This design comes from an exercise in tuning for small area and a short achievable clock period on the open sky130 flow, not from production work.
Only simulation tests tie the RTL to the original design; equivalence was not proved.
Power and IR drop assume default switching activity.

File: design/flow/flow/run.sh
#!/bin/bash
# Layout flow: the standard ORFS flow run unchanged except for:
#  - synthesis maps the logic with flow/abc_area.script (ABC's &nf area-recovery mapper)
#    in place of ORFS's abc_area.script; everything else in synthesis is the standard one,
#    so the registers are exactly the standard synthesis's;
#  - port buffers use buf_2 instead of the resizer's default pick.
# Each tool's output goes to its own log file in the work folder.
set -euo pipefail
W=$PWD
rm -rf "$W/scripts_abc"
cp -r "$FLOW_HOME/scripts" "$W/scripts_abc"
cp flow/abc_area.script "$W/scripts_abc/abc_area.script"
bash standard.sh SCRIPTS_DIR="$W/scripts_abc" synth > synth.log 2>&1
bash standard.sh \
  BUFFER_PORTS_ARGS="-buffer_cell sky130_fd_sc_hd__buf_2" \
  finish > layout.log 2>&1
test -s out/final.def
File: design/flow/flow/abc_area.script
strash
&get -n
&st
&dch
&nf
&put
topo
stime -c
buffer -c
upsize -c
dnsize -c
File: design/flow/standard.sh
#!/bin/bash
# synth_recipe.tcl (not shown) runs the flow's synth.tcl, then flattens the netlist and writes it again
# the make line also repeats each setting of config.mk as NAME=value (left out here)
make -C /OpenROAD-flow-scripts/flow DESIGN_CONFIG=/design/flow/config.mk WORK_HOME=/design/flow/orfs CLKGATE_MAP_FILE= SYNTH_SCRIPT=/design/flow/synth_recipe.tcl "${@:-finish}"
File: design/flow/config.mk
export PLATFORM = sky130hd
export DESIGN_NAME = can_tx_mailbox
export DESIGN_NICKNAME = can_tx_mailbox
export VERILOG_FILES = /design/flow/design.v
export SDC_FILE = /design/flow/constraint.sdc
export NUM_CORES = 4
export LEC_CHECK = 0
export ABC_AREA = 1
export CAP_MARGIN = 20
export CORE_MARGIN = 2
export CORE_UTILIZATION = 60
export SLEW_MARGIN = 20
File: design/flow/constraint.sdc
create_clock -name core_clock -period 25.0 [get_ports {clk}]
set_input_delay 5.0000 -clock core_clock [delete_from_list [all_inputs] [get_ports {clk}]]
set_output_delay 5.0000 -clock core_clock [all_outputs]
set_load 0.01 [all_outputs]
File: design/flow/design.v
package can_tx_pkg;
    localparam int MAX_BYTES = 8;
    localparam int MAX_ID_W  = 29;
    typedef enum logic [1:0] {
        IDLE = 2'd0,
        ARB  = 2'd1,
        REQ  = 2'd2,
        WAIT = 2'd3
    } state_t;
endpackage
module can_tx_prio_sel
#(
    parameter  int NUM_MB = 10,
    parameter  int ID_W   = 11
) (
    input  logic [NUM_MB-1:0]            pending_i,
    input  logic [NUM_MB-1:0][ID_W-1:0]  ids_i,
    output logic [NUM_MB-1:0]            win_o
);
    localparam int NP = (NUM_MB + 1) / 2;    
    function automatic logic id_le(input logic [ID_W-1:0] a, input logic [ID_W-1:0] b, input logic strict);
        logic r;
        r = !strict;
        for (int k = 0; k < ID_W; k++) r = (!a[k] && b[k]) || ((!a[k] || b[k]) && r);
        id_le = r;
    endfunction
    logic [NP-1:0]           pv;        
    logic [NP-1:0][ID_W-1:0] pid;       
    logic [NP-1:0]           plo;       
    logic [NP-1:0][NP-1:0]   beats;     
    logic [NP-1:0]           pwin;
    always_comb begin
        for (int p = 0; p < NP; p++) begin
            if (2*p + 1 < NUM_MB) begin
                plo[p] = pending_i[2*p] && (!pending_i[2*p+1] || id_le(ids_i[2*p], ids_i[2*p+1], 1'b0));
                pv[p]  = pending_i[2*p] || pending_i[2*p+1];
                pid[p] = plo[p] ? ids_i[2*p] : ids_i[2*p+1];
            end else begin
                plo[p] = 1'b1;
                pv[p]  = pending_i[2*p];
                pid[p] = ids_i[2*p];
            end
        end
        for (int a = 0; a < NP; a++) begin
            for (int b = 0; b < NP; b++) begin
                if (a == b)     beats[a][b] = 1'b1;
                else if (a < b) beats[a][b] = !pv[b] || id_le(pid[a], pid[b], 1'b0);
                else            beats[a][b] = !pv[b] || id_le(pid[a], pid[b], 1'b1);
            end
        end
        for (int a = 0; a < NP; a++) pwin[a] = pv[a] && (&beats[a]);
        for (int i = 0; i < NUM_MB; i++) begin
            win_o[i] = pwin[i/2] && ((i % 2 == 0) ? plo[i/2] : !plo[i/2]);
        end
    end
endmodule
module can_tx_mailbox
#(
    parameter  int NUM_MB    = 10,
    parameter  int ID_W      = 11,
    parameter  int MAX_RETRY = 16,
    localparam int MBW       = $clog2(NUM_MB)
) (
    input  logic              clk,
    input  logic              g_rst,
    input  logic              hdr_ld,
    input  logic [ID_W-1:0]   hdr_id,
    input  logic              hdr_rtr,
    input  logic [3:0]        hdr_dlc,
    input  logic              wr_en,
    input  logic [MBW-1:0]    wr_mb,
    input  logic [2:0]        wr_idx,
    input  logic [7:0]        data_in,
    input  logic [NUM_MB-1:0] tx_buff_ld,
    output logic [NUM_MB-1:0] mb_pending,
    output logic              tx_buff_busy,
    output logic              tx_done,
    output logic [MBW-1:0]    tx_done_mb,
    output logic              tx_err,
    output logic              frame_gen_intl,
    input  logic              fg_ack,
    output logic [ID_W-1:0]   tx_id,
    output logic              tx_rtr,
    output logic [3:0]        tx_dlc,
    output logic [63:0]       tx_data,
    output logic [MBW-1:0]    tx_mb,
    input  logic              tx_success,
    input  logic              tx_fail
);
    if (NUM_MB < 2 || NUM_MB > 16 || ID_W < 1 || ID_W > can_tx_pkg::MAX_ID_W || MAX_RETRY < 1) begin : g_param_check
        $error("can_tx_mailbox: parameter out of range");
    end
    localparam int HW = ID_W + 1 + 4;           
    logic [NUM_MB-1:0]               pending_q;
    logic [NUM_MB-1:0][ID_W-1:0]     hdr_id_q;
    logic [NUM_MB-1:0]               hdr_rtr_q;
    logic [NUM_MB-1:0][3:0]          hdr_dlc_q;
    logic [NUM_MB-1:0][63:0]         data_q;
    logic [NUM_MB-1:0]               win;       
    logic [NUM_MB-1:0]               rd_sel;    
    logic [MBW-1:0]                  win_idx;
    logic [ID_W-1:0]                 tx_id_q;
    logic                            tx_rtr_q;
    logic [3:0]                      tx_dlc_q;
    logic [63:0]                     tx_data_q;
    logic [MBW-1:0]                  tx_mb_q;
    logic                            tx_done_q, busy_q;
    logic                            tx_ok, tx_bad, drop, retire;
    logic [NUM_MB-1:0]               mb_sel;    
    logic [NUM_MB-1:0]               pending_d;
    can_tx_prio_sel #(.NUM_MB(NUM_MB), .ID_W(ID_W)) u_prio_sel (
        .pending_i (pending_q),
        .ids_i     (hdr_id_q),
        .win_o     (win)
    );
    logic arb_q, req_q, wait_q;
    assign tx_ok  = wait_q && tx_success;
    assign tx_bad = wait_q && !tx_success && tx_fail;
    always_ff @(posedge clk) begin
        if (!g_rst) begin
            arb_q  <= 1'b0;
            req_q  <= 1'b0;
            wait_q <= 1'b0;
        end else begin
            arb_q  <= !arb_q && !req_q && !wait_q && (|pending_q);
            req_q  <= arb_q || (req_q && !fg_ack);
            wait_q <= (req_q && fg_ack) || (wait_q && !tx_success && !tx_fail);
        end
    end
    always_comb begin
        for (int i = 0; i < NUM_MB; i++) mb_sel[i] = (tx_mb_q == MBW'(i));
    end
    localparam int RW = $clog2(MAX_RETRY);
    logic [NUM_MB-1:0][RW-1:0] retry_q;
    logic [RW-1:0]             retry_cur, retry_nxt;
    logic                      tx_err_q;
    assign retry_cur = retry_q[tx_mb_q];
    assign drop      = tx_bad && (retry_cur == RW'(MAX_RETRY - 1));
    assign retire    = tx_ok || drop;
    assign retry_nxt = (!g_rst || retire) ? '0 : RW'(retry_cur + 1'b1);
    always_ff @(posedge clk) begin
        for (int i = 0; i < NUM_MB; i++) begin
            if (!g_rst || (mb_sel[i] && (tx_ok || tx_bad))) retry_q[i] <= retry_nxt;
        end
    end
    always_ff @(posedge clk) begin
        if (!g_rst) tx_err_q <= 1'b0;
        else        tx_err_q <= drop;
    end
    assign tx_err = tx_err_q;
    always_comb begin
        for (int i = 0; i < NUM_MB; i++) begin
            pending_d[i] = g_rst && (pending_q[i] || tx_buff_ld[i]) && !(retire && mb_sel[i]);
        end
    end
    always_ff @(posedge clk) begin
        pending_q <= pending_d;
        busy_q    <= |pending_d;
    end
    always_ff @(posedge clk) begin
        if (!g_rst) tx_done_q <= 1'b0;
        else        tx_done_q <= tx_ok;
    end
    logic [7:0]      wd_data;
    logic [ID_W-1:0] wd_id;
    logic            wd_rtr;
    logic [3:0]      wd_dlc;
    assign wd_data = data_in & {8{g_rst}};
    assign wd_id   = hdr_id  & {ID_W{g_rst}};
    assign wd_rtr  = hdr_rtr & g_rst;
    assign wd_dlc  = hdr_dlc & {4{g_rst}};
    always_ff @(posedge clk) begin
        for (int i = 0; i < NUM_MB; i++) begin
            logic mb_wr;
            mb_wr = (wr_mb == MBW'(i)) && !pending_q[i];
            if (!g_rst || (mb_wr && hdr_ld)) begin
                hdr_id_q[i]  <= wd_id;
                hdr_rtr_q[i] <= wd_rtr;
                hdr_dlc_q[i] <= wd_dlc;
            end
            for (int k = 0; k < 8; k++) begin
                if (!g_rst || (mb_wr && wr_en && wr_idx == 3'(k))) data_q[i][8*k +: 8] <= wd_data;
            end
        end
    end
    assign rd_sel = arb_q ? win : mb_sel;
    always_comb begin
        win_idx = '0;
        for (int i = 0; i < NUM_MB; i++) if (win[i]) win_idx = win_idx | MBW'(i);
    end
    always_ff @(posedge clk) begin
        if (arb_q) tx_mb_q <= win_idx;
    end
    always_ff @(posedge clk) begin
        logic [ID_W-1:0] id_m;
        logic            rtr_m;
        logic [3:0]      dlc_m;
        logic [63:0]     data_m;
        id_m = '0; rtr_m = 1'b0; dlc_m = '0; data_m = '0;
        for (int i = 0; i < NUM_MB; i++) begin
            id_m   = id_m   | (hdr_id_q[i]  & {ID_W{rd_sel[i]}});
            rtr_m  = rtr_m  | (hdr_rtr_q[i] & rd_sel[i]);
            dlc_m  = dlc_m  | (hdr_dlc_q[i] & {4{rd_sel[i]}});
            data_m = data_m | (data_q[i]    & {64{rd_sel[i]}});
        end
        tx_id_q   <= id_m;
        tx_rtr_q  <= rtr_m;
        tx_dlc_q  <= dlc_m;
        tx_data_q <= data_m;
    end
    assign mb_pending     = pending_q;
    assign tx_buff_busy   = busy_q;
    assign tx_done        = tx_done_q;
    assign tx_done_mb     = tx_mb_q;
    assign frame_gen_intl = req_q;
    assign tx_id          = tx_id_q;
    assign tx_rtr         = tx_rtr_q;
    assign tx_dlc         = tx_dlc_q;
    assign tx_data        = tx_data_q;
    assign tx_mb          = tx_mb_q;
endmodule
==> impl_metrics.yaml, run 1 <==
run_status:
  status: "finished clean"
setup_path:
  start_kind: "primary input"
  required_ns: 25.32
  regToRegStartpoint: "hdr_id_q[11]$_DFFE_PP_"
  path_class: "in -> reg"
  cp-endpoint: "data_q[279]$_DFFE_PP_"
  cp.arrival_ns: 7.88
  r2r_end: "tx_data_q[29]$_DFF_P_"
  endpoint_kind: "flip-flop"
  path_max_fanout: 72
  reg2regPathDepth: 22
  r2r_setup_slack_ns: 17.84
  startpoint: "g_rst"
synth:
  synth_fp_nets: 2451
  synth_area_leader_cell: "edfxtp_1"
  synth_compound_area_share_pct: 14.6
  synthSimpleGateAreaFrac_pct: 6.54
  synth_area_per_cell_um2: 15.2
  syn_area_um2: 36400
  ys_ff_latch: 940
  ys_types: 67
  yosysWarnings: 2
  yosys-top-cells-area: "edfxtp_1 70%, dfxtp_1 5.3%, a222oi_1 4.5%"
  synth_flop_cell: "edfxtp_1"
  synthMuxAreaShare_pct: 1.39
  synth_top_area_share_pct: 69.6
  netlist_instances: 2402
  synth_top_family_by_area: "compound AO/OA/AOI/OAI gates"
  synthArstFlopShare_pct: 0
  synth_edf_count: 844
  synth_xor_area_share_pct: 0.0241
  yosys.area_share.adder_pct: 0.0619
  seq_area_frac_synth_pct: 74.9
route:
  routedWlPerCell_um: 27.9
  route.vias.total: 22800
  ant_nets: 0
  drtIter0Drc: 2967
  via_per_inst: 6.69
  routed_wl_mm: 94.9
  route.detailed.drc: 0
  dr.pass1.iters: 10
pwr:
  combPwrFrac_pct: 13.1
  power_density_nw_per_um2: 93.9
  swShare_pct: 25.5
  p_int_mw: 2.87
  pwr-share-seq_pct: 50.9
  leakage_nw: 14.4
  ir_worst_vdd_v: 0.0000624
  total_power_mw: 3.85
  p_switching_uw: 981
  clock_power_share_pct: 36.0
die:
  boundaryPins: 150
  die_h_um: 250
  fp.dieW_um: 250
  core_um2: 60100
  rows: 90
  die_area_um2: 62700
  start_util_pct: 60.6
sta:
  drv_slew: 0
  worst_slack_ns: 17.44
  finalCritPeriodShare_pct: 30.2
  rsz0062_at_grt: "false"
  tightestPinTransition_ns: 1.16
  finClkSkew_ns: 0.0211
  fmax_mhz: 132
  finalSetupViolations: 0
  fin_crit_ns: 7.56
  hold_violations: 0
  relSlewSlack_pct: 22.9
  finalSetupTns_ns: 0
placed_design:
  place.gp.congestion: 0.888
  portBuffers: 149
  place_ws_ns: 16.91
  dp_hpwl_mm: 56.2
clock_tree:
  cts_max_path_buffers: 3
  cts_buffers: 91
  root_buffer: "clkbuf_16"
  clkTransAtPathRegs_ns: 0.06
  post-cts-setup-buffers: 0
  cts_tree: "built"
  cts_sinks: 940
  cts-resized-gates: 0
  h-tree-depth: 3
  cts_hold_buf: 0
  clk_latency_ns: 0.65
global_route:
  grt_max_degree: 81
  grt_pass1_vias: 22000
  grt_antenna_before_repair: 0
  globalRouteTotalUtil_pct: 30.2
  grt_pass1_wl_mm: 140
  grt_overflow: 0
finish:
  area_delta_synth_final_pct: 12.6
  final_cell_mix: "844 x edfxtp_1, 286 x nand2_1, 164 x a222oi_1"
  final_layout_size_suffix_gt1_share_pct: 14.6
  antennaDiodeCount: 0
  fillers: 4154
  final_nets: 2598
  final_common_cell: "edfxtp_1"
run:
  cap_viol_max_count: 0
min_path:
  hp-class: "reg -> reg"
## worst min path at each step
stage	slack [ns]	cells after the start	to	start
2_1_floorplan	0.43	2	tx_data_q[0]$_DFF_P_	data_q[576]$_DFFE_PP_
3_3_place_gp	0.45	2	tx_dlc_q[0]$_DFF_P_	hdr_dlc_q[36]$_DFFE_PP_
3_5_place_dp	0.45	2	tx_data_q[58]$_DFF_P_	data_q[634]$_DFFE_PP_
4_1_cts	0.46	2	tx_data_q[19]$_DFF_P_	data_q[595]$_DFFE_PP_
5_1_grt	0.49	2	tx_data_q[58]$_DFF_P_	data_q[634]$_DFFE_PP_
6_report	0.46	2	tx_data_q[19]$_DFF_P_	data_q[595]$_DFFE_PP_
## flip-flops by register name (all words and copies together), names as in the netlist
register / count
data_q: 640
hdr_id_q: 110
tx_data_q: 64
hdr_dlc_q: 40
retry_q: 40
tx_id_q: 11
hdr_rtr_q: 10
pending_q: 10
tx_dlc_q: 4
tx_mb_q: 4
arb_q: 1
busy_q: 1
req_q: 1
tx_done_q: 1
tx_err_q: 1
tx_rtr_q: 1
wait_q: 1
## per-stage QoR
step | area [um2] | hold WS [ns] | util (%) | instances
final | 41000 | 0.457 | 68.2 | 3407
after global routing | 41000 | 0.489 | 68.2 | 3407
after CTS | 41000 | 0.462 | 68.2 | 3403
after detailed placement | 37900 | 0.449 | 63.1 | 3234
after global placement | 37900 | 0.449 | 63.1 | 3234
after floorplan | 36400 | 0.435 | - | 2402
## layer usage
layer | vias to the layer above | global-route usage (%) | wire length [um]
met2 | 1306 | 48.8 | 45700
met4 | 0 | 9.56 | 2840
met3 | 183 | 4.79 | 8180
li1 | 9957 | - | -
met5 | - | 0 | 0
met1 | 11400 | 42.6 | 38200
## power groups by stage
stage | Clock (mW) | Sequential [mW] | Combinational [mW]
2_1_floorplan | 0 | 2.00 | 0.277
3_3_place_gp | 0 | 1.98 | 0.497
3_5_place_dp | 0 | 1.99 | 0.502
4_1_cts | 1.40 | 1.96 | 0.504
5_1_grt | 1.46 | 1.97 | 0.542
6_report | 1.39 | 1.96 | 0.504
## worst max-delay path, stage by stage
cell and delay [ns]:
buf_4 0.26, buf_4 0.54, buf_4 0.81, and2_2 0.39, buf_4 0.71
## cell families after synthesis
| family | after synthesis |
|---|---|
| buffers and inverters | 233 |
| AND/OR/NAND/NOR | 525 |
| multiplexers | 48 |
| XOR/XNOR | 1 |
| AO/OA/AOI/OAI | 653 |
| adder cells (fa/ha/maj) | 2 |
| flip-flops | 940 |
## cells in the mapped netlist (19+ instances only)
cell and number:
a21oi_1 33, a222oi_1 164, a22oi_1 116, and2_1 32
buf_2 25, clkbuf_1 94, dfxtp_1 96, edfxtp_1 844
inv_1 107, mux2_2 19, mux2i_1 28, nand2_1 286
nand2b_1 42, nor2_1 71, nor2b_1 38, o2111a_1 80
o21ai_0 122, o22ai_1 24
## area by class of cell
type | count | area (um2) | share of cell area [%]
sequential | 940 | 27300 | 66.5
inverter | 108 | 405 | 0.988
tap | 782 | 978 | 2.39
multi-input combinational | 1229 | 8340 | 20.3
clock buffer | 123 | 2560 | 6.25
timing repair buffer | 179 | 963 | 2.35
clock inverter | 46 | 500 | 1.22
==> run 2, diff against run 1 <==
==> design/flow/flow/run.sh (replaced) <==
#!/bin/bash
# Layout flow: the standard ORFS flow run unchanged except for:
#  - synthesis maps the logic with flow/abc_area.script (ABC's &nf mapper after &dch)
#    in place of ORFS's abc_area.script; the rest of synthesis is the standard one,
#    so the registers are exactly the standard synthesis's;
#  - port buffers use buf_2 instead of the resizer's default pick;
#  - the resizer's setup repair (floorplan, CTS and global-route steps) aims for
#    MARGIN ns of slack, so it also shortens paths that already meet 25 ns. The SDC,
#    clock period and I/O delays stay the design's.
# Each tool's output goes to its own log file in the work folder.
set -euo pipefail
MARGIN=18.3
W=$PWD
rm -rf "$W/scripts_abc"
cp -r "$FLOW_HOME/scripts" "$W/scripts_abc"
cp flow/abc_area.script "$W/scripts_abc/abc_area.script"
bash standard.sh SCRIPTS_DIR="$W/scripts_abc" synth > synth.log 2>&1
bash standard.sh \
  BUFFER_PORTS_ARGS="-buffer_cell sky130_fd_sc_hd__buf_2" \
  SETUP_SLACK_MARGIN="$MARGIN" \
  finish > layout.log 2>&1
test -s out/final.def
--- a/design/flow/config.mk
+++ b/design/flow/config.mk
@@ -11,2 +11,5 @@
 export CORE_UTILIZATION = 60
+export CTS_BUF_LIST = sky130_fd_sc_hd__clkbuf_16
+export CTS_CLUSTER_DIAMETER = 100
+export CTS_CLUSTER_SIZE = 24
 export SLEW_MARGIN = 20
==> run 2 against run 1 <==
  * Still clean on timing, DRC and antenna
  * Sequential share of layout area increased by 2.2 points
  * Cell count is 2.5% lower
  * Critical path depth unchanged
  * Clock skew down 0.0043 ns
  * Critical endpoint is now data_q[589]$_DFFE_PP_
  * Highest routed layer unchanged
==> impl_metrics.yaml, run 2 <==
route:
  via_per_inst: 6.75
  ant_nets: 0
  routedWlPerCell_um: 28.0
  dr.pass1.iters: 10
  route.detailed.drc: 0
  drtIter0Drc: 2961
  routed_wl_mm: 93.0
  route.vias.total: 22400
sta:
  finClkSkew_ns: 0.0169
  finalSetupViolations: 0
  fin_crit_ns: 6.83
  drv_slew: 0
  finalSetupTns_ns: 0
  worst_slack_ns: 18.17
  worst_hold_slack_ns: 0.465
  finalCritPeriodShare_pct: 27.3
  relSlewSlack_pct: 27.2
  tightestPinTransition_ns: 1.09
  hold_violations: 0
  rsz0062_at_grt: "true"
  fmax_mhz: 146
clock_tree:
  cts_buffers: 45
  cts_sinks: 940
  cts_tree: "built"
  cts_max_path_buffers: 3
  clk_latency_ns: 0.62
  h-tree-depth: 2
  clkTransAtPathRegs_ns: 0.08
  root_buffer: "clkbuf_16"
  cts_hold_buf: 0
placed_design:
  place.gp.congestion: 0.925
  dp_hpwl_mm: 55.9
  dp_cells: 3235
  portBuffers: 149
  place_area_um2: 37900
  place_ws_ns: 17.13
synth:
  yosysWarnings: 2
  synth_area_per_cell_um2: 15.2
  netlist_instances: 2402
  synth_fp_nets: 2451
  syn_area_um2: 36400
  seq_area_frac_synth_pct: 74.9
  synth_top_area_share_pct: 69.6
  ys_ff_latch: 940
  synth_area_leader_cell: "edfxtp_1"
  synth_edf_count: 844
  synthArstFlopShare_pct: 0
  synth_common_cells: "844 x edfxtp_1, 286 x nand2_1, 164 x a222oi_1"
  ys_types: 67
  yosys-top-cells-area: "edfxtp_1 70%, dfxtp_1 5.3%, a222oi_1 4.5%"
  yosysMostFrequentCell: "edfxtp_1"
  synth_flop_cell: "edfxtp_1"
min_path:
  hold_start: "data_q[597]$_DFFE_PP_"
  whs_path_depth: 2
  hp-class: "reg -> reg"
  hold_end: "tx_data_q[21]$_DFF_P_"
setup_path:
  endpoint_kind: "flip-flop"
  r2r_end: "tx_data_q[26]$_DFF_P_"
  reg2regPathDepth: 22
  regToRegStartpoint: "hdr_id_q[88]$_DFFE_PP_"
  path_class: "in -> reg"
  start_kind: "primary input"
  r2r_setup_slack_ns: 18.52
  path_max_fanout: 8
  cp.arrival_ns: 7.08
  required_ns: 25.25
finish:
  final_common_cell: "edfxtp_1"
  largest_reg_flops: 640
  final_cell_mix: "844 x edfxtp_1, 271 x nand2_1, 164 x a222oi_1"
  utilization_pct: 66.0
  largestRegisters: "data_q (640), hdr_id_q (110), tx_data_q (64)"
  final_layout_size_suffix_gt1_share_pct: 14.8
  fillers: 4333
  instances_no_fill: 3322
  area_delta_synth_final_pct: 8.95
  regMostFlops: "data_q"
  final_area_um2: 39700
  final_nets: 2552
global_route:
  globalRouteTotalUtil_pct: 29.4
  grt_pass1_vias: 21600
  grt_pass1_wl_mm: 137
  grt_overflow: 0
  grt_max_degree: 81
  grt_antenna_before_repair: 1
die:
  boundaryPins: 150
  die_h_um: 250
  fp.dieW_um: 250
  die_area_um2: 62700
  core_um2: 60100
  rows: 90
  start_util_pct: 60.6
pwr:
  p_int_mw: 2.42
  swShare_pct: 26.3
  ir_worst_vdd_v: 0.0000699
  total_power_mw: 3.28
  pwr-share-seq_pct: 59.6
  combPwrFrac_pct: 15.6
  power_density_nw_per_um2: 82.7
  clock_power_share_pct: 24.8
  leakage_nw: 13.8
  p_switching_uw: 864
run:
  cap_viol_max_count: 0
run_status:
  status: "finished clean"
==> run 2: cell counts after synthesis <==
No cell type changed its count.
==> run 2: worst max-delay path by stage <==
stage,start,to,slack (ns),cells past startpoint
after global placement,g_rst,hdr_id_q[66]$_DFFE_PP_,17.22,3
after CTS,wr_mb[3],data_q[302]$_DFFE_PP_,18.01,5
final,wr_mb[1],data_q[589]$_DFFE_PP_,18.17,5
after global routing,wr_mb[1],data_q[589]$_DFFE_PP_,18.12,5
after detailed placement,wr_mb[2],data_q[545]$_DFFE_PP_,17.13,5
after floorplan,wr_idx[0],data_q[136]$_DFFE_PP_,18.16,4
==> run 2: metal layers <==
layer	routed length (um)	part of all wire [%]	GRT usage, %
met2	44400	48	46.8
met4	2750	3.0	8.86
met1	37600	40	43.2
met3	8290	8.9	3.50
met5	0	0	0
==> run 2: worst max-delay path, stage by stage <==
cell	delay, ns
buf_2	0.13
nand2b_1	0.18
nor3_1	0.26
nand2_1	0.65
o21ai_1	0.84
==> run 2: cell type report <==
cell class              count  area, um2  area share (%)
clock inverters            35        151           0.382
multi-input cells        1230       8650            21.8
flip-flops and latches    940      27300            68.7
diodes                      2       5.00          0.0126
inverters                 108        405            1.02
repair buffers            178       1040            2.61
clock buffers              47       1180            2.96
well taps                 782        978            2.47
==> run 2: cell families (layout without fill, tap and decap cells) <==
| family | count (synthesis) | after routing | synth area share (%) |
|---|---|---|---|
| AO/OA/AOI/OAI | 653 | 654 | 14.6 |
| XOR/XNOR | 1 | 1 | 0.0241 |
| adder cells (fa/ha/maj) | 2 | 2 | 0.0618 |
| buffers and inverters | 233 | 368 | 2.55 |
| flip-flops | 940 | 940 | 74.9 |
| multiplexers | 48 | 48 | 1.39 |
| other | 0 | 2 | 0 |
| AND/OR/NAND/NOR | 525 | 525 | 6.54 |
==> run 2: timing repair <==
| action | in CTS | in global routing |
|---|---|---|
| pin swaps | 0 | 3 |
| setup buffers | 0 | 2 |
| cloned | 0 | 1 |
| endpoints found under the setup margin | 712 | 915 |
| gates resized for setup | 81 | 70 |
==> run 2: power groups by stage <==
stage	logic (mW)	registers, mW	clock network [mW]
final	0.511	1.96	0.814
after global routing	0.550	1.97	0.878
after floorplan	0.277	2.00	0
after global placement	0.496	1.99	0
after detailed placement	0.501	1.99	0
after CTS	0.506	1.96	0.827
==> run 3, diff against run 2 <==
--- a/design/flow/flow/run.sh
+++ b/design/flow/flow/run.sh
@@ -11,3 +11,3 @@
 set -euo pipefail
-MARGIN=18.3
+MARGIN=18.8
 W=$PWD
==> run 3 against run 2 <==
  * Still clean on timing, DRC and antenna
  * Non-clock buffer count increased by 45
  * Synthesized cell count unchanged
  * Combinational power increased by 12%
  * Critical path depth stayed put
  * Die area stayed put
  * Final area is 4.2% higher
  * Area after synthesis did not move
  * Clock skew up 0.012 ns
  * Cell count is 1.5% higher
  * Register-to-register slack better by 0.38 ns
  * Worst setup slack improved by 0.54 ns
  * Via count up 0.92%
  * Critical endpoint is now data_q[314]$_DFFE_PP_
  * Highest routed layer is now met5
==> impl_metrics.yaml, run 3 <==
finish:
  final_nets: 2599
  multi_input_area_um2: 9590
  instances_no_fill: 3372
  final_layout_size_suffix_gt1_share_pct: 18.9
  regMostFlops: "data_q"
  largestRegisters: "data_q (640), hdr_id_q (110), tx_data_q (64)"
  largest_reg_flops: 640
  area_delta_synth_final_pct: 13.5
  final_cell_mix: "844 x edfxtp_1, 265 x nand2_1, 164 x a222oi_1"
  final-seq-area_um2: 27300
  final_common_cell: "edfxtp_1"
  fillers: 4137
die:
  rows: 90
  die_h_um: 250
  core_um2: 60100
  start_util_pct: 60.6
  die_area_um2: 62700
  fp.dieW_um: 250
  boundaryPins: 150
synth:
  synth_area_leader_cell: "edfxtp_1"
  ys_types: 67
  synth_area_per_cell_um2: 15.2
  synth_flop_cell: "edfxtp_1"
  synth_common_cells: "844 x edfxtp_1, 286 x nand2_1, 164 x a222oi_1"
  ys_ff_latch: 940
  netlist_instances: 2402
  synthArstFlopShare_pct: 0
  synth_top_area_share_pct: 69.6
  synth_edf_count: 844
  synth_fp_nets: 2451
  seq_area_frac_synth_pct: 74.9
  syn_area_um2: 36400
  yosysWarnings: 2
  yosys-top-cells-area: "edfxtp_1 70%, dfxtp_1 5.3%, a222oi_1 4.5%"
  yosysMostFrequentCell: "edfxtp_1"
pwr:
  ir_worst_vdd_v: 0.0000876
  leakage_nw: 14.3
  power_density_nw_per_um2: 80.9
setup_path:
  endpoint_kind: "flip-flop"
  critPathMaxStageDelay_ns: 0.48
  cp.arrival_ns: 6.55
  slowest_stage: "o21ai_2"
  startpoint: "wr_mb[3]"
  required_ns: 25.26
  reg2regPathDepth: 24
  path_class: "in -> reg"
  start_kind: "primary input"
  crit_chain: "buf_2, nand2b_1, nor4_2, nand2_4, o21ai_2"
  r2r_setup_slack_ns: 18.90
  r2r_end: "tx_dlc_q[1]$_DFF_P_"
  cp-endpoint: "data_q[314]$_DFFE_PP_"
  regToRegStartpoint: "hdr_id_q[34]$_DFFE_PP_"
  path_max_fanout: 8
placed_design:
  portBuffers: 149
  dp_cells: 3232
  place.gp.congestion: 0.919
  dp_hpwl_mm: 56.5
route:
  routedWlPerCell_um: 29.3
  dr.pass1.iters: 10
  route.vias.total: 22600
  routed_wl_mm: 98.9
  drtIter0Drc: 3181
  route.detailed.drc: 0
  via_per_inst: 6.71
  ant_nets: 0
global_route:
  grt_pass1_vias: 22000
  grt_overflow: 0
  grt_antenna_before_repair: 5
  grt_max_degree: 81
  grt_pass1_wl_mm: 140
  globalRouteTotalUtil_pct: 30.4
sta:
  finalCritPeriodShare_pct: 25.2
  fmax_mhz: 159
  finClkSkew_ns: 0.0289
  hold_violations: 0
  drv_slew: 0
  rsz0062_at_grt: "true"
  relSlewSlack_pct: 26.3
  fin_crit_ns: 6.29
  finalSetupTns_ns: 0
  tightestPinTransition_ns: 1.10
  finalSetupViolations: 0
clock_tree:
  clkTransAtPathRegs_ns: 0.09
  root_buffer: "clkbuf_16"
  cts_buffers: 46
  cts_hold_buf: 0
  cts_tree: "built"
  h-tree-depth: 2
  cts_max_path_buffers: 3
  cts_sinks: 940
  clk_latency_ns: 0.62
min_path:
  hold_start: "data_q[626]$_DFFE_PP_"
  hp-class: "reg -> reg"
run_status:
  status: "finished clean"
run:
  cap_viol_max_count: 0
## run 3: how the worst min path moves through the flow
| stage | slack, ns | depth (start not counted) | to |
|---|---|---|---|
| final | 0.45 | 2 | tx_data_q[50]$_DFF_P_ |
| after global routing | 0.48 | 2 | tx_data_q[50]$_DFF_P_ |
| after CTS | 0.46 | 2 | tx_data_q[50]$_DFF_P_ |
| after detailed placement | 0.45 | 2 | tx_data_q[11]$_DFF_P_ |
| after global placement | 0.45 | 2 | tx_data_q[19]$_DFF_P_ |
| after floorplan | 0.43 | 2 | tx_data_q[0]$_DFF_P_ |
## run 3: metal layers
| layer | global-route usage [%] | vias up | share of wire [%] |
|---|---|---|---|
| li1 | - | 9928 | - |
| met1 | 42.2 | 11400 | 40 |
| met2 | 49.1 | 1134 | 47 |
| met3 | 6.04 | 165 | 9.3 |
| met4 | 9.43 | 6 | 3.0 |
| met5 | 0 | - | 0.042 |
## run 3: cell type report
cell class | count | share of cell area (%)
multi-input cells | 1231 | 23.2
inverters | 108 | 0.981
flip-flops and latches | 940 | 66.1
diodes | 4 | 0.0242
clock buffers | 47 | 2.85
well taps | 782 | 2.37
repair buffers | 223 | 4.08
clock inverters | 37 | 0.439
## run 3: repair_timing
| action | 4_1_cts | 5_1_grt |
|---|---|---|
| gates cloned | 3 | 7 |
| buffers inserted | 28 | 14 |
| pin swaps | 12 | 21 |
| endpoints found under the setup margin | 921 | 960 |
| gates resized for setup | 128 | 62 |
## run 3: power breakdown
group          switching, mW  total [mW]  internal [mW]
sequential            0.0589        1.95           1.89
combinational          0.369       0.572          0.203
clock                  0.471       0.819          0.348
total                  0.899        3.34           2.44
## run 3: cells by family (layout without fill, tap and decap cells)
logic type                 Yosys count  after routing  synth area share [%]
AOI/OAI and AO/OA                  653            654                  14.6
xor gates and xnor gates             1              1                0.0241
adders and majority gates            2              2                0.0618
buffers and inverters              233            415                  2.55
DFF                                940            940                  74.9
muxes                               48             48                  1.39
other                                0              4                     0
and+or+nand+nor                    525            526                  6.54
## run 3: worst max-delay path, delay by kind of cell
kind	cells	cell delay, ns
compound gates	1	0.48
buf+inv	1	0.12
simple gates	3	0.95
## run 3: metrics by stage
stage	hold WS [ns]	util (%)	area (um2)	power [mW]	worst slack, ns
floorplan	0.435	-	37200	2.29	18.47
global placement	0.448	64.1	38600	2.50	17.47
detailed placement	0.447	64.1	38600	2.50	17.46
CTS	0.461	67.9	40800	3.33	18.71
global route	0.482	68.7	41300	3.46	18.67
finish	0.454	68.7	41300	3.34	18.71
==> run 4, diff against run 3 <==
--- a/design/flow/flow/run.sh
+++ b/design/flow/flow/run.sh
@@ -2,3 +2,3 @@
 # Layout flow: the standard ORFS flow run unchanged except for:
-#  - synthesis maps the logic with flow/abc_area.script (ABC's &nf mapper after &dch)
+#  - synthesis maps the logic with flow/abc_area.script (ABC dc2 and dch choices, then the &nf mapper, twice; no gate sizing in ABC, the resizer sizes)
 #    in place of ORFS's abc_area.script; the rest of synthesis is the standard one,
==> design/flow/flow/abc_area.script (replaced) <==
strash
dc2
dch -f
&get -n
&nf
&put
strash
dch -f
&get -n
&nf
&put
topo
==> run 4 against run 3 <==
  * Clock power is 1% higher
  * Count of clock-buffer cells in the layout stayed put
  * Total power is 0.45% higher
  * Clock skew is 0.0044 ns lower
  * Hold slack better by 0.041 ns
  * Die area is 3.7% lower
  * Critical path type is now reg -> out
  * Largest power group unchanged
==> impl_metrics.yaml, run 4 <==
synth:
  ys_types: 52
  ys_ff_latch: 940
  synth_common_cells: "844 x edfxtp_1, 198 x a22oi_1, 180 x a222oi_1"
  syn_area_um2: 35000
  synth_flop_cell: "edfxtp_1"
  synthArstFlopShare_pct: 0
  synthSimpleGateAreaFrac_pct: 5.15
  synth_top_area_share_pct: 72.4
  netlist_instances: 2070
  yosysWarnings: 2
  seq_area_frac_synth_pct: 77.8
  synth_xor_area_share_pct: 0.0250
  yosys.area_share.adder_pct: 0.0357
  synth_area_per_cell_um2: 16.9
  synth_edf_count: 844
  yosys-top-cells-area: "edfxtp_1 72%, dfxtp_1 5.5%, a222oi_1 5.1%"
  synthMuxAreaShare_pct: 1.42
  synth_compound_area_share_pct: 14.9
  synth_top_family_by_area: "compound AO/OA/AOI/OAI gates"
  synth_fp_nets: 2119
  yosysMostFrequentCell: "edfxtp_1"
  synth_area_leader_cell: "edfxtp_1"
setup_path:
  path_class: "reg -> out"
  endpoint_kind: "primary output"
  required_ns: 20.00
  crit_chain: "buf_2"
  reg2regPathDepth: 23
  start_kind: "flip-flop"
  critPathMaxStageDelay_ns: 0.48
  cp.depth: 1
  cp.arrival_ns: 1.30
  slowest_stage: "edfxtp_1"
  path_max_fanout: 5
  critPathTopFamily: "flip-flops"
  cp_num_buf_inv: 1
clock_tree:
  clkTransAtPathRegs_ns: 0.10
  clk_latency_ns: 0.63
  h-tree-depth: 2
  cts_max_path_buffers: 3
  root_buffer: "clkbuf_16"
  cts_buffers: 46
  cts_tree: "built"
  cts_sinks: 940
finish:
  final_nets: 2395
  regMostFlops: "data_q"
  utilization_pct: 70.4
  final_common_cell: "edfxtp_1"
  final_cell_mix: "844 x edfxtp_1, 196 x a22oi_1, 180 x a222oi_1"
  final_layout_size_suffix_gt1_share_pct: 20.2
  area_delta_synth_final_pct: 15.9
  largestRegisters: "data_q (640), hdr_id_q (110), tx_data_q (64)"
  largest_reg_flops: 640
placed_design:
  dp_hpwl_mm: 56.7
  portBuffers: 149
  place.gp.congestion: 0.957
  place_ws_ns: 17.41
route:
  routed_wl_mm: 99.4
  drtIter0Drc: 4337
  route.detailed.drc: 0
  route.vias.total: 22700
  via_per_inst: 7.20
  ant_nets: 0
  routedWlPerCell_um: 31.5
  dr.pass1.iters: 9
global_route:
  grt_pass1_wl_mm: 140
  grt_max_degree: 81
  grt_pass1_vias: 21600
  grt_antenna_before_repair: 4
  grt_overflow: 0
  globalRouteTotalUtil_pct: 31.8
pwr:
  ir_worst_vdd_v: 0.0000915
  leakage_nw: 13.5
  power_density_nw_per_um2: 82.7
sta:
  hold_violations: 0
  finalCritPeriodShare_pct: 25.2
  finClkSkew_ns: 0.0245
  rsz0062_at_grt: "true"
  relSlewSlack_pct: 25.5
  fmax_mhz: 159
  finalSetupTns_ns: 0
  fin_crit_ns: 6.30
  finalSetupViolations: 0
  drv_slew: 0
  tightestPinTransition_ns: 1.11
  worst_slack_ns: 18.70
run_status:
  status: "finished clean"
die:
  rows: 88
  start_util_pct: 60.7
  fp.dieW_um: 246
  die_h_um: 246
  boundaryPins: 150
  die_area_um2: 60300
  core_um2: 57700
min_path:
  hp-class: "reg -> reg"
  whs_path_depth: 2
run:
  cap_viol_max_count: 0
run 4: cell count changes after synthesis, sizes merged, moves of 16 or more:
cell / previous run / this run
a222oi: 164 / 180
a22oi: 116 / 198
buf: 31 / 4
clkbuf: 94 / 0
clkinv: 1 / 52
inv: 107 / 0
nand2: 286 / 93
nand4: 3 / 81
nor2: 71 / 45
nor2b: 38 / 19
o2111a: 80 / 0
o22ai: 24 / 46
run 4: worst min-delay path, stage by stage (launching register included):
cell and delay, ns:
edfxtp_1 0.33, a22oi_1 0.07, nand4_1 0.09
run 4: final cells by class:
cell class | instances | area, um2
fill | 3745 | 17100
multi-input combinational | 1076 | 9010
inverter | 52 | 195
clock inverter | 38 | 209
antenna | 2 | 5.00
sequential | 940 | 27300
clock buffer | 47 | 1180
tap | 765 | 957
timing repair buffer | 230 | 1740
run 4: worst paths after layout:
check                                 from                    end  slack, ns
hold / removal       data_q[290]$_DFFE_PP_  tx_data_q[34]$_DFF_P_       0.49
setup reg to reg     hdr_id_q[2]$_DFFE_PP_  tx_data_q[40]$_DFF_P_      18.97
hold reg to reg      data_q[290]$_DFFE_PP_  tx_data_q[34]$_DFF_P_       0.49
setup / recovery  tx_mb_q[2]$_SDFFCE_PP1P_               tx_mb[2]      18.70
run 4: layer usage:
metal / vias up / track usage (%) / share of wire [%]
met5: - / 0 / 0.013
met4: 2 / 9.11 / 3.2
met3: 205 / 4.58 / 11
met2: 1601 / 51.3 / 48
met1: 11300 / 45.7 / 38
li1: 9541 / - / -
run 4: cell families (layout without fill, tap and decap cells):
group	count (synthesis)	after routing
buffers and inverters	56	367
flip-flops	940	940
AO/OA/AOI/OAI	680	682
XOR/XNOR	1	1
other	0	2
multiplexers	47	47
AND/OR/NAND/NOR	345	345
adder cells (fa/ha/maj)	1	1
run 4: per-stage QoR:
step | total power, mW | instance area (um2) | std cells | hold WS [ns]
2_1_floorplan | 2.25 | 35500 | 2070 | 0.443
3_3_place_gp | 2.49 | 37400 | 3012 | 0.472
5_1_grt | 3.46 | 40600 | 3150 | 0.531
4_1_cts | 3.32 | 39900 | 3121 | 0.501
3_5_place_dp | 2.49 | 37400 | 3012 | 0.485
6_report | 3.36 | 40600 | 3150 | 0.494
run 4: power breakdown:
group | internal, mW | leakage (nW) | switching, mW
clock network | 0.350 | 0.792 | 0.481
registers | 1.89 | 9.09 | 0.0657
logic | 0.193 | 3.64 | 0.376
total | 2.44 | 13.5 | 0.923
run 4: repair_timing:
item	in CTS	in global routing
endpoints found under the setup margin	1370	1195
buffers inserted	22	19
gates resized for setup	201	97
hold buffers	0	0
cloned	2	8
pin swaps	9	55
==> run 5, diff against run 4 <==
--- a/design/flow/flow/run.sh
+++ b/design/flow/flow/run.sh
@@ -11,3 +11,3 @@
 set -euo pipefail
-MARGIN=18.8
+MARGIN=18.95
 W=$PWD
==> run 5 against run 4 <==
  * Still clean on timing, DRC and antenna
  * Total power up 4.4%
  * Worst setup slack better by 0.030 ns
  * Register-to-register slack worse by 0.10 ns
  * Non-clock buffer count up 113
==> impl_metrics.yaml, run 5 <==
die:
  core_um2: 57700
  rows: 88
  die_h_um: 246
  start_util_pct: 60.7
  boundaryPins: 150
  fp.dieW_um: 246
  die_area_um2: 60300
placed_design:
  dp_hpwl_mm: 55.8
  place.gp.congestion: 0.917
  portBuffers: 149
route:
  dr.pass1.iters: 14
  routedWlPerCell_um: 33.5
  route.vias.total: 23800
  via_per_inst: 7.28
  ant_nets: 0
  drtIter0Drc: 4234
  routed_wl_mm: 110
  route.detailed.drc: 0
clock_tree:
  cts_buffers: 45
  cts_tree: "built"
  cts_sinks: 940
  h-tree-depth: 2
  cts_max_path_buffers: 3
  cts_hold_buf: 0
  root_buffer: "clkbuf_16"
  clk_latency_ns: 0.64
  clkTransAtPathRegs_ns: 0.10
setup_path:
  path_max_fanout: 5
  slowest_stage: "edfxtp_1"
  critPathMaxStageDelay_ns: 0.46
  critPathTopFamily: "flip-flops"
  cp_num_buf_inv: 1
  crit_chain: "buf_2"
  required_ns: 20.00
  start_kind: "flip-flop"
  path_class: "reg -> out"
  cp.arrival_ns: 1.27
  endpoint_kind: "primary output"
run_status:
  status: "finished clean"
global_route:
  grt_antenna_before_repair: 4
  grt_pass1_vias: 21900
  grt_pass1_wl_mm: 145
  grt_max_degree: 81
  globalRouteTotalUtil_pct: 33.0
  grt_overflow: 0
synth:
  synth_flop_cell: "edfxtp_1"
  synth_area_per_cell_um2: 16.9
  ys_types: 52
  synth_edf_count: 844
  netlist_instances: 2070
  yosysMostFrequentCell: "edfxtp_1"
  yosysWarnings: 2
  synth_top_area_share_pct: 72.4
  ys_ff_latch: 940
  seq_area_frac_synth_pct: 77.8
  synth_common_cells: "844 x edfxtp_1, 198 x a22oi_1, 180 x a222oi_1"
  synth_area_leader_cell: "edfxtp_1"
  synth_fp_nets: 2119
  synthArstFlopShare_pct: 0
  yosys-top-cells-area: "edfxtp_1 72%, dfxtp_1 5.5%, a222oi_1 5.1%"
  syn_area_um2: 35000
sta:
  rsz0062_at_grt: "true"
  relSlewSlack_pct: 26.3
  finClkSkew_ns: 0.0248
  tightestPinTransition_ns: 1.09
  worst_hold_slack_ns: 0.479
  finalSetupViolations: 0
  fmax_mhz: 159
  drv_slew: 0
  finalCritPeriodShare_pct: 25.1
  fin_crit_ns: 6.27
  hold_violations: 0
  finalSetupTns_ns: 0
run:
  cap_viol_max_count: 0
finish:
  largest_reg_flops: 640
  final_common_cell: "edfxtp_1"
  final_cell_mix: "844 x edfxtp_1, 195 x a22oi_1, 180 x a222oi_1"
  fillers: 3452
  regMostFlops: "data_q"
  multi_input_area_um2: 9360
  final_nets: 2511
  final_layout_size_suffix_gt1_share_pct: 26.4
  largestRegisters: "data_q (640), hdr_id_q (110), tx_data_q (64)"
  area_delta_synth_final_pct: 23.4
  final-seq-area_um2: 27400
  utilization_pct: 74.9
pwr:
  ir_worst_vdd_v: 0.0000733
  power_density_nw_per_um2: 81.1
  total_power_mw: 3.51
  leakage_nw: 14.6
min_path:
  hp-class: "reg -> reg"
==> run 5: changes by cell type in the layout (fill, tap and decap cells not counted), sizes merged <==
cell    change
a21oi       +1
and2        +2
buf        +98
bufbuf      +2
clkbuf     +11
clkinv      -6
diode       +3
inv         +5
o22ai       +1
==> run 5: path summary, 6_finish.rpt <==
kind | start | to | slack (ns) | depth (start not counted)
worst max-delay path | tx_mb_q[2]$_SDFFCE_PP1P_ | tx_done_mb[2] | 18.73 | 1
worst min-delay path | data_q[86]$_DFFE_PP_ | tx_data_q[22]$_DFF_P_ | 0.48 | 2
worst max register to register | hdr_id_q[1]$_DFFE_PP_ | tx_id_q[8]$_DFF_P_ | 18.87 | 25
worst min register to register | data_q[86]$_DFFE_PP_ | tx_data_q[22]$_DFF_P_ | 0.48 | 2
==> run 5: layer usage <==
metal,GRT usage (%),part of all wire [%],vias to the layer above
li1,-,-,9786
met1,48.0,37,12000
met2,52.7,48,1789
met3,4.68,12,224
met4,9.43,3.2,0
met5,0,0,-
==> run 5: metrics by stage <==
step / area [um2] / instances / setup WS [ns]
6_report: 43200 / 3267 / 18.73
5_1_grt: 43200 / 3263 / 18.69
4_1_cts: 41200 / 3172 / 18.67
3_5_place_dp: 37800 / 3009 / 17.21
3_3_place_gp: 37800 / 3009 / 17.37
2_1_floorplan: 35900 / 2070 / 18.59
==> run 5: cells by family after synthesis <==
group / count (synthesis) / synth area share (%)
buf+inv: 56 / 0.643
compound gates: 680 / 14.9
simple gates: 345 / 5.15
fa+ha+maj: 1 / 0.0357
mux: 47 / 1.42
xor+xnor: 1 / 0.0250
flops: 940 / 77.8
==> run 5: area by class of cell <==
| cell class | instances | area share (%) |
|---|---|---|
| sequential | 940 | 63.3 |
| antenna | 5 | 0.0289 |
| multi-input combinational | 1080 | 21.6 |
| inverter | 52 | 0.451 |
| clock buffer | 45 | 2.60 |
| clock inverter | 37 | 0.425 |
| tap | 765 | 2.21 |
| timing repair buffer | 343 | 9.31 |
==> run 5: repair_timing <==
action                     4_1_cts  5_1_grt
buffers inserted                71       63
gates resized for setup        252      161
gates cloned                    10       27
pin swaps                       56      186
setup endpoints to repair     1640      958
==> run 5: power by group <==
| group | switching [mW] | internal, mW |
|---|---|---|
| registers | 0.0688 | 1.90 |
| logic | 0.435 | 0.289 |
| clock network | 0.479 | 0.336 |
| total | 0.983 | 2.52 |
==> run 6, diff against run 5 <==
--- a/design/flow/flow/run.sh
+++ b/design/flow/flow/run.sh
@@ -2,3 +2,3 @@
 # Layout flow: the standard ORFS flow run unchanged except for:
-#  - synthesis maps the logic with flow/abc_area.script (ABC dc2 and dch choices, then the &nf mapper, twice; no gate sizing in ABC, the resizer sizes)
+#  - synthesis maps the logic with flow/abc_area.script (ABC dc2 and dch choices, then the &nf mapper, twice)
 #    in place of ORFS's abc_area.script; the rest of synthesis is the standard one,
@@ -11,3 +11,3 @@
 set -euo pipefail
-MARGIN=18.95
+MARGIN=18.8
 W=$PWD
==> design/flow/flow/abc_area.script (replaced) <==
strash
dc2
dch -f
&get -n
&nf
&put
strash
dch -f
&get -n
&nf
&put
topo
stime -c
buffer -c
upsize -c
dnsize -c
--- a/design/flow/config.mk
+++ b/design/flow/config.mk
@@ -14,2 +14,3 @@
 export CTS_CLUSTER_SIZE = 24
+export PLACE_DENSITY = 0.75
 export SLEW_MARGIN = 20
==> run 6 against run 5 <==
  * Die area rose by 1.8%
  * Count of clock-buffer cells in the layout is the same
  * Synthesized cell count up 5.8%
  * Fmax fell by 0.47%
  * Register-to-register slack worse by 0.15 ns
  * Clock power fell by 1%
  * Critical path type unchanged
  * Largest power group unchanged
  * Highest routed layer is now met5
==> impl_metrics.yaml, run 6 <==
die:
  fp.dieW_um: 248
  core_um2: 58900
  rows: 89
  die_area_um2: 61400
  die_h_um: 248
  boundaryPins: 150
  start_util_pct: 60.6
sta:
  worst_hold_slack_ns: 0.485
  drv_slew: 0
  hold_violations: 0
  fmax_mhz: 159
  rsz0062_at_grt: "true"
  finClkSkew_ns: 0.0248
  finalSetupViolations: 0
  fin_crit_ns: 6.30
  finalSetupTns_ns: 0
  relSlewSlack_pct: 36.4
  tightestPinTransition_ns: 0.953
  finalCritPeriodShare_pct: 25.2
finish:
  final_cell_mix: "844 x edfxtp_1, 197 x a22oi_1, 180 x a222oi_1"
  area_delta_synth_final_pct: 14.6
  final_nets: 2423
  instances_no_fill: 3184
  final_layout_size_suffix_gt1_share_pct: 22.2
  final_common_cell: "edfxtp_1"
  regMostFlops: "data_q"
  largest_reg_flops: 640
  final_area_um2: 40900
  largestRegisters: "data_q (640), hdr_id_q (110), tx_data_q (64)"
synth:
  yosysMostFrequentCell: "edfxtp_1"
  synth_flop_cell: "edfxtp_1"
  ys_ff_latch: 940
  synthArstFlopShare_pct: 0
  yosysWarnings: 2
  synth_area_per_cell_um2: 16.3
  netlist_instances: 2191
  seq_area_frac_synth_pct: 76.4
  synth_area_leader_cell: "edfxtp_1"
  synth_edf_count: 844
  synth_fp_nets: 2240
  yosys-top-cells-area: "edfxtp_1 71%, dfxtp_1 5.4%, a222oi_1 5.0%"
  ys_types: 66
  synth_top_area_share_pct: 71.0
  synth_common_cells: "844 x edfxtp_1, 198 x a22oi_1, 180 x a222oi_1"
  syn_area_um2: 35700
global_route:
  grt_max_degree: 81
  grt_pass1_vias: 21700
  grt_antenna_before_repair: 5
  globalRouteTotalUtil_pct: 31.2
  grt_overflow: 0
  grt_pass1_wl_mm: 140
setup_path:
  slowest_stage: "edfxtp_1"
  critPathTopFamily: "flip-flops"
  reg2regPathDepth: 23
  crit_chain: "buf_2"
  path_class: "reg -> out"
  cp_num_buf_inv: 1
  start_kind: "flip-flop"
  critPathMaxStageDelay_ns: 0.50
  required_ns: 20.00
  cp.arrival_ns: 1.30
  cp.depth: 1
  endpoint_kind: "primary output"
  path_max_fanout: 5
placed_design:
  portBuffers: 149
  dp_hpwl_mm: 55.0
  dp_cells: 3012
  place_area_um2: 37400
  place.gp.congestion: 0.918
route:
  ant_nets: 0
  drtIter0Drc: 4804
  route.vias.total: 23500
  routed_wl_mm: 103
  routedWlPerCell_um: 32.4
  dr.pass1.iters: 11
  via_per_inst: 7.38
  route.detailed.drc: 0
run:
  cap_viol_max_count: 0
clock_tree:
  h-tree-depth: 2
  cts_tree: "built"
  clkTransAtPathRegs_ns: 0.10
  root_buffer: "clkbuf_16"
  cts_sinks: 940
  cts_max_path_buffers: 3
  cts_buffers: 45
  clk_latency_ns: 0.63
pwr:
  pwr-share-seq_pct: 58.0
  leakage_nw: 13.8
  p_int_mw: 2.44
  ir_worst_vdd_v: 0.0000753
  clock_power_share_pct: 23.9
  combPwrFrac_pct: 18.1
  p_switching_uw: 938
  power_density_nw_per_um2: 82.6
  swShare_pct: 27.8
min_path:
  hp-class: "reg -> reg"
  whs_path_depth: 2
run_status:
  status: "finished clean"
run 6: repair_timing:
item | 4_1_cts | 5_1_grt
hold buffers | 0 | 0
cloned | 7 | 21
gates resized for setup | 191 | 122
setup endpoints to repair | 1508 | 894
hold endpoints to repair | 0 | 0
pin swaps | 20 | 136
setup buffers | 26 | 34
run 6: worst paths after layout:
path | endpoint | slack (ns) | start
worst max-delay path | tx_mb[3] | 18.70 | tx_mb_q[3]$_SDFFCE_PP1P_
worst min-delay path | tx_data_q[1]$_DFF_P_ | 0.49 | data_q[321]$_DFFE_PP_
worst max register to register | tx_data_q[15]$_DFF_P_ | 18.72 | hdr_id_q[69]$_DFFE_PP_
worst min register to register | tx_data_q[1]$_DFF_P_ | 0.49 | data_q[321]$_DFFE_PP_
run 6: layer usage:
| metal | track usage (%) | part of all wire (%) |
|---|---|---|
| met2 | 51.2 | 48 |
| met5 | 0 | 0.055 |
| met3 | 5.30 | 14 |
| met4 | 10.3 | 4.2 |
| met1 | 43.0 | 34 |
run 6: power groups by stage:
stage               clock network [mW]  logic [mW]  registers (mW)
global placement                     0       0.496            1.99
floorplan                            0       0.281            2.00
detailed placement                   0       0.502            1.99
global route                     0.864       0.639            1.97
finish                           0.806       0.613            1.96
CTS                              0.807       0.533            1.96
run 6: metrics by stage:
stage	setup slack (ns)	power (mW)	util (%)
6_report	18.70	3.38	69.4
5_1_grt	18.52	3.47	69.4
4_1_cts	18.68	3.30	67.5
3_5_place_dp	17.06	2.49	63.5
3_3_place_gp	17.30	2.49	63.5
2_1_floorplan	18.37	2.28	-
run 6: cell type report:
type	instances	area (um2)
sequential	940	27300
multi-input combinational	1084	9100
tap	773	967
clock inverter	37	163
clock buffer	45	1130
inverter	52	195
antenna	2	5.00
fill	3724	18000
timing repair buffer	251	2030
run 6: cell families (layout without fill, tap and decap cells):
| logic type | Yosys count | count (layout) | synth area share [%] |
|---|---|---|---|
| DFF | 940 | 940 | 76.4 |
| AOI/OAI and AO/OA | 680 | 686 | 14.8 |
| and+or+nand+nor | 345 | 349 | 5.06 |
| buffers and inverters | 177 | 385 | 2.23 |
| muxes | 47 | 47 | 1.44 |
| adders and majority gates | 1 | 1 | 0.0351 |
| xor gates and xnor gates | 1 | 1 | 0.0246 |
| other | 0 | 2 | 0 |
==> run 7, diff against run 6 <==
--- a/design/flow/config.mk
+++ b/design/flow/config.mk
@@ -14,3 +14,3 @@
 export CTS_CLUSTER_SIZE = 24
-export PLACE_DENSITY = 0.75
 export SLEW_MARGIN = 20
+export TNS_END_PERCENT = 10
==> run 7 against run 6 <==
  * Non-clock buffer count decreased by 10
  * First-iteration DRC count fell by 16%
  * Clock skew is 0.0033 ns higher
  * Total power is 0.31% lower
  * Area after synthesis stayed put
  * Combinational power is 3.3% lower
  * Via count shrank 3.1%
  * Count of clock-buffer cells in the layout grew 1
==> impl_metrics.yaml, run 7 <==
route:
  route.vias.total: 22800
  ant_nets: 0
  via_per_inst: 7.18
  dr.pass1.iters: 13
  drtIter0Drc: 4040
  routed_wl_mm: 103
  route.detailed.drc: 0
  routedWlPerCell_um: 32.4
pwr:
  power_density_nw_per_um2: 82.7
  leakage_nw: 13.8
  ir_worst_vdd_v: 0.0000793
synth:
  ys_ff_latch: 940
  synth_edf_count: 844
  synth_top_area_share_pct: 71.0
  synthArstFlopShare_pct: 0
  yosysMostFrequentCell: "edfxtp_1"
  seq_area_frac_synth_pct: 76.4
  synth_area_leader_cell: "edfxtp_1"
  synth_flop_cell: "edfxtp_1"
  yosys-top-cells-area: "edfxtp_1 71%, dfxtp_1 5.4%, a222oi_1 5.0%"
  syn_area_um2: 35700
  ys_types: 66
  synth_area_per_cell_um2: 16.3
  synth_fp_nets: 2240
  synth_common_cells: "844 x edfxtp_1, 198 x a22oi_1, 180 x a222oi_1"
  netlist_instances: 2191
  yosysWarnings: 2
clock_tree:
  cts_buffers: 45
  cts_tree: "built"
  clk_latency_ns: 0.63
  h-tree-depth: 2
  root_buffer: "clkbuf_16"
  clkTransAtPathRegs_ns: 0.09
  cts_max_path_buffers: 3
  cts_sinks: 940
  cts_hold_buf: 0
setup_path:
  path_class: "in -> reg"
  reg2regPathDepth: 25
  endpoint_kind: "flip-flop"
  r2r_setup_slack_ns: 18.86
  r2r_end: "tx_data_q[59]$_DFF_P_"
  path_max_fanout: 78
  regToRegStartpoint: "hdr_id_q[23]$_DFFE_PP_"
  start_kind: "primary input"
  cp.arrival_ns: 6.78
  required_ns: 25.39
min_path:
  hp-class: "reg -> reg"
  whs_path_depth: 2
  hold_end: "tx_data_q[2]$_DFF_P_"
  hold_start: "data_q[322]$_DFFE_PP_"
sta:
  drv_slew: 0
  finalCritPeriodShare_pct: 25.6
  relSlewSlack_pct: 32.6
  worst_slack_ns: 18.61
  finalSetupViolations: 0
  fin_crit_ns: 6.39
  hold_violations: 0
  rsz0062_at_grt: "true"
  fmax_mhz: 157
  finClkSkew_ns: 0.0281
  worst_hold_slack_ns: 0.491
  finalSetupTns_ns: 0
  tightestPinTransition_ns: 1.01
finish:
  largest_reg_flops: 640
  final_layout_size_suffix_gt1_share_pct: 21.8
  regMostFlops: "data_q"
  final_common_cell: "edfxtp_1"
  final_cell_mix: "844 x edfxtp_1, 196 x a22oi_1, 180 x a222oi_1"
  final_area_um2: 40700
  area_delta_synth_final_pct: 14.1
  final_nets: 2408
  largestRegisters: "data_q (640), hdr_id_q (110), tx_data_q (64)"
  instances_no_fill: 3171
run:
  cap_viol_max_count: 0
placed_design:
  place_area_um2: 37100
  place_ws_ns: 17.06
  dp_hpwl_mm: 57.6
  portBuffers: 149
  dp_cells: 3020
  place.gp.congestion: 0.926
die:
  die_area_um2: 61400
  start_util_pct: 60.6
  boundaryPins: 150
  fp.dieW_um: 248
  die_h_um: 248
  rows: 89
  core_um2: 58900
global_route:
  grt_max_degree: 81
  globalRouteTotalUtil_pct: 31.8
  grt_pass1_vias: 20900
  grt_overflow: 0
  grt_pass1_wl_mm: 142
  grt_antenna_before_repair: 7
run_status:
  status: "finished clean"
-- run 7: cell counts after synthesis --
No cell type changed its count.
-- run 7: cells by family after synthesis --
kind of cell	share of synthesized area (%)
adder cells (fa/ha/maj)	0.0351
multiplexers	1.44
AND/OR/NAND/NOR	5.06
buffers and inverters	2.23
flip-flops	76.4
XOR/XNOR	0.0246
AO/OA/AOI/OAI	14.8
-- run 7: where the power goes --
part	total, mW	leakage (nW)	switching, mW	internal [mW]
combinational	0.593	3.90	0.389	0.205
clock	0.817	0.771	0.476	0.341
sequential	1.96	9.08	0.0630	1.89
-- run 7: metal layers --
layer  global-route usage (%)  part of all wire, %
met5                        0                0.029
met4                     9.39                  3.0
met3                     4.37                   11
met2                     49.9                   47
met1                     47.2                   39
-- run 7: worst max-delay path by stage --
stage | startpoint | end | slack, ns | depth (start not counted)
CTS | wr_mb[3] | data_q[263]$_DFFE_PP_ | 18.58 | 5
global placement | g_rst | data_q[276]$_DFFE_PP_ | 17.11 | 4
detailed placement | g_rst | data_q[76]$_DFFE_PP_ | 17.06 | 4
floorplan | wr_idx[0] | data_q[136]$_DFFE_PP_ | 18.35 | 4
global route | wr_mb[1] | data_q[576]$_DFFE_PP_ | 18.60 | 5
finish | g_rst | data_q[130]$_DFFE_PP_ | 18.61 | 4
-- run 7: area by class of cell --
| type | count | area [um2] |
|---|---|---|
| Timing Repair Buffer | 241 | 1950 |
| Inverter | 52 | 195 |
| Clock buffer | 46 | 1150 |
| Multi-Input combinational cell | 1079 | 8990 |
| Fill cell | 3923 | 18200 |
| Tap cell | 773 | 967 |
| Antenna cell | 3 | 7.51 |
| Clock inverter | 37 | 183 |
| Sequential cell | 940 | 27300 |
-- run 7: critical path: stages --
cell and delay, ns:
buf_16 0.37, buf_16 0.32, and2_4 0.42, buf_8 0.37
-- run 7: metrics by stage --
step | power, mW | util, %
after detailed placement | 2.50 | 63.1
after CTS | 3.31 | 66.6
final | 3.37 | 69.1
after floorplan | 2.27 | -
after global routing | 3.47 | 69.1
after global placement | 2.49 | 63.0
-- run 7: repair_timing --
action,in CTS,in global routing
gates cloned,4,13
resized for setup,196,176
pin swaps,9,55
setup buffers,2,46
endpoints found under the setup margin,1710,1154
==> run 8, diff against run 7 <==
--- a/design/flow/flow/run.sh
+++ b/design/flow/flow/run.sh
@@ -11,3 +11,3 @@
 set -euo pipefail
-MARGIN=18.8
+MARGIN=18.6
 W=$PWD
--- a/design/flow/config.mk
+++ b/design/flow/config.mk
@@ -15,2 +15 @@
 export SLEW_MARGIN = 20
-export TNS_END_PERCENT = 10
==> run 8 against run 7 <==
  * Worst setup slack got worse by 0.15 ns
  * Critical path depth increased by 1
  * Still clean on timing, DRC and antenna
  * Highest routed layer unchanged
  * Sequential power about the same
  * Critical path type unchanged
  * Die area unchanged
==> impl_metrics.yaml, run 8 <==
run_status:
  status: "finished clean"
finish:
  final_cell_mix: "844 x edfxtp_1, 197 x a22oi_1, 180 x a222oi_1"
  fillers: 4057
  largestRegisters: "data_q (640), hdr_id_q (110), tx_data_q (64)"
  area_delta_synth_final_pct: 11.4
  final_layout_size_suffix_gt1_share_pct: 19.2
  utilization_pct: 67.5
  regMostFlops: "data_q"
  multi_input_area_um2: 8600
  final-seq-area_um2: 27300
  instances_no_fill: 3136
  final_area_um2: 39800
  final_common_cell: "edfxtp_1"
  largest_reg_flops: 640
  final_nets: 2374
pwr:
  ir_worst_vdd_v: 0.0000747
  power_density_nw_per_um2: 83.5
  swShare_pct: 27.3
  p_switching_uw: 907
  combPwrFrac_pct: 16.8
  leakage_nw: 13.4
  pwr-share-seq_pct: 59.0
  p_int_mw: 2.41
  total_power_mw: 3.32
  clock_power_share_pct: 24.2
run:
  cap_viol_max_count: 0
placed_design:
  place.gp.congestion: 0.919
  place_area_um2: 37300
  portBuffers: 149
  dp_cells: 3019
  dp_hpwl_mm: 56.6
  place_ws_ns: 17.01
die:
  boundaryPins: 150
  core_um2: 58900
  start_util_pct: 60.6
  die_h_um: 248
  fp.dieW_um: 248
  die_area_um2: 61400
  rows: 89
route:
  dr.pass1.iters: 10
  routed_wl_mm: 99.4
  drtIter0Drc: 4312
  route.vias.total: 22300
  via_per_inst: 7.11
  routedWlPerCell_um: 31.7
  route.detailed.drc: 0
  ant_nets: 0
synth:
  synth_xor_area_share_pct: 0.0245
  synthSimpleGateAreaFrac_pct: 5.06
  ys_types: 66
  synth_compound_area_share_pct: 14.8
  synth_common_cells: "844 x edfxtp_1, 198 x a22oi_1, 180 x a222oi_1"
  synthArstFlopShare_pct: 0
  seq_area_frac_synth_pct: 76.4
  synth_top_family_by_area: "compound AO/OA/AOI/OAI gates"
  yosysWarnings: 2
  synth_flop_cell: "edfxtp_1"
  synthMuxAreaShare_pct: 1.44
  netlist_instances: 2191
  synth_area_leader_cell: "edfxtp_1"
  yosysMostFrequentCell: "edfxtp_1"
  yosys.area_share.adder_pct: 0.0351
  syn_area_um2: 35700
  synth_top_area_share_pct: 71.0
  synth_fp_nets: 2240
  yosys-top-cells-area: "edfxtp_1 71%, dfxtp_1 5.4%, a222oi_1 5.0%"
  synth_edf_count: 844
  synth_area_per_cell_um2: 16.3
  ys_ff_latch: 940
clock_tree:
  cts_sinks: 940
  cts_max_path_buffers: 3
  clk_latency_ns: 0.62
  h-tree-depth: 2
  root_buffer: "clkbuf_16"
  clkTransAtPathRegs_ns: 0.09
  cts_buffers: 45
  cts_tree: "built"
  cts_hold_buf: 0
min_path:
  hold_end: "tx_data_q[14]$_DFF_P_"
  whs_path_depth: 2
  hp-class: "reg -> reg"
  hold_start: "data_q[78]$_DFFE_PP_"
sta:
  worst_hold_slack_ns: 0.497
  rsz0062_at_grt: "true"
  finalCritPeriodShare_pct: 26.1
  worst_slack_ns: 18.46
  fmax_mhz: 153
  hold_violations: 0
  drv_slew: 0
  finalSetupTns_ns: 0
  finalSetupViolations: 0
  relSlewSlack_pct: 30.8
  finClkSkew_ns: 0.0328
  tightestPinTransition_ns: 1.03
  fin_crit_ns: 6.54
setup_path:
  cp.arrival_ns: 6.80
  path_max_fanout: 8
  startpoint: "wr_mb[3]"
  r2r_end: "tx_data_q[56]$_DFF_P_"
  r2r_setup_slack_ns: 18.60
  start_kind: "primary input"
  path_class: "in -> reg"
  endpoint_kind: "flip-flop"
  required_ns: 25.26
  reg2regPathDepth: 23
  regToRegStartpoint: "hdr_id_q[67]$_DFFE_PP_"
global_route:
  globalRouteTotalUtil_pct: 31.8
  grt_pass1_wl_mm: 141
  grt_pass1_vias: 21100
  grt_max_degree: 81
  grt_antenna_before_repair: 3
  grt_overflow: 0
run 8: layout make-up:
class | count | share of cell area, %
tap | 773 | 2.43
antenna | 2 | 0.0126
clock buffer | 45 | 2.83
inverter | 52 | 0.491
sequential | 940 | 68.6
clock inverter | 38 | 0.425
multi-input combinational | 1080 | 21.6
timing repair buffer | 206 | 3.57
run 8: worst max path at each step:
stage / end / slack [ns] / cells past startpoint
5_1_grt: data_q[83]$_DFFE_PP_ / 18.43 / 5
4_1_cts: data_q[391]$_DFFE_PP_ / 18.49 / 6
6_report: data_q[87]$_DFFE_PP_ / 18.46 / 5
3_5_place_dp: data_q[302]$_DFFE_PP_ / 17.01 / 5
3_3_place_gp: data_q[433]$_DFFE_PP_ / 17.10 / 4
2_1_floorplan: data_q[272]$_DFFE_PP_ / 18.36 / 4
run 8: metal layers:
layer / wire, um / GRT usage [%]
met4: 2810 / 8.74
met2: 46700 / 50.3
met1: 39500 / 46.9
met3: 10400 / 4.60
met5: 23 / 0
run 8: what timing repair did:
item / 4_1_cts / 5_1_grt
gates cloned: 5 / 5
setup buffers: 12 / 10
endpoints found under the setup margin: 1475 / 613
endpoints found under the hold margin: 0 / 0
pin swaps: 10 / 26
gates resized for setup: 160 / 68
run 8: cell families (layout without fill, tap and decap cells):
logic type	count (synthesis)	after routing
flip-flops	940	940
AND/OR/NAND/NOR	345	345
AO/OA/AOI/OAI	680	686
XOR/XNOR	1	1
multiplexers	47	47
buffers and inverters	177	341
adder cells (fa/ha/maj)	1	1
other	0	2
run 8: power groups by stage:
| stage | sequential [mW] | clock, mW | combinational [mW] |
|---|---|---|---|
| after floorplan | 2.00 | 0 | 0.278 |
| after global placement | 1.99 | 0 | 0.503 |
| after detailed placement | 1.99 | 0 | 0.505 |
| after CTS | 1.96 | 0.810 | 0.532 |
| after global routing | 1.97 | 0.871 | 0.591 |
| final | 1.96 | 0.803 | 0.558 |
run 8: worst max-delay path: stages:
cell and delay, ns:
buf_2 0.14, or2_2 0.35, nor3_1 0.48, nand2_4 0.35, o21ai_2 0.47

==> what the ideal ports hide <==
In the flow no input, the clock included, has a driving cell. The finished layouts below were timed again as built, in two steps.
Step 1, drivers: a clkbuf_16 drives clk and a buf_2 each remaining input, both assumed.
Step 2 also shifts input and output timing later by t, the mid clock arrival at the registers, as if the neighbouring blocks saw the same clock.
Three values: no drivers, after step 1, after step 2; two values: the first two.
run | shift t [ns] | setup slack, ns | worst setup path after step 2 | worst register clock-pin slew, ns | pins driven straight from the clock port
run 1 | 0.708 | 17.441 / 17.482 / 16.774 | input to register | 0.07 / 0.07 | 1
run 2 | 0.675 | 18.168 / 18.164 / 17.489 | input to register | 0.10 / 0.10 | 1
run 3 | 0.663 | 18.706 / 18.679 / 18.040 | input to register | 0.10 / 0.10 | 1
run 4 | 0.686 | 18.698 / 18.633 / 18.129 | input to register | 0.10 / 0.10 | 1
run 5 | 0.697 | 18.728 / 18.663 / 18.209 | input to register | 0.10 / 0.10 | 1
run 6 | 0.675 | 18.698 / 18.640 / 18.073 | input to register | 0.10 / 0.10 | 1
run 7 | 0.680 | 18.612 / 18.582 / 17.902 | input to register | 0.10 / 0.10 | 1
run 8 | 0.663 | 18.465 / 18.505 / 17.842 | input to register | 0.11 / 0.11 | 1
After both steps every run listed still meets setup and hold. The setup slack of run 7, which loses most, moves by -0.030 ns with the drivers and by -0.710 ns with both steps.
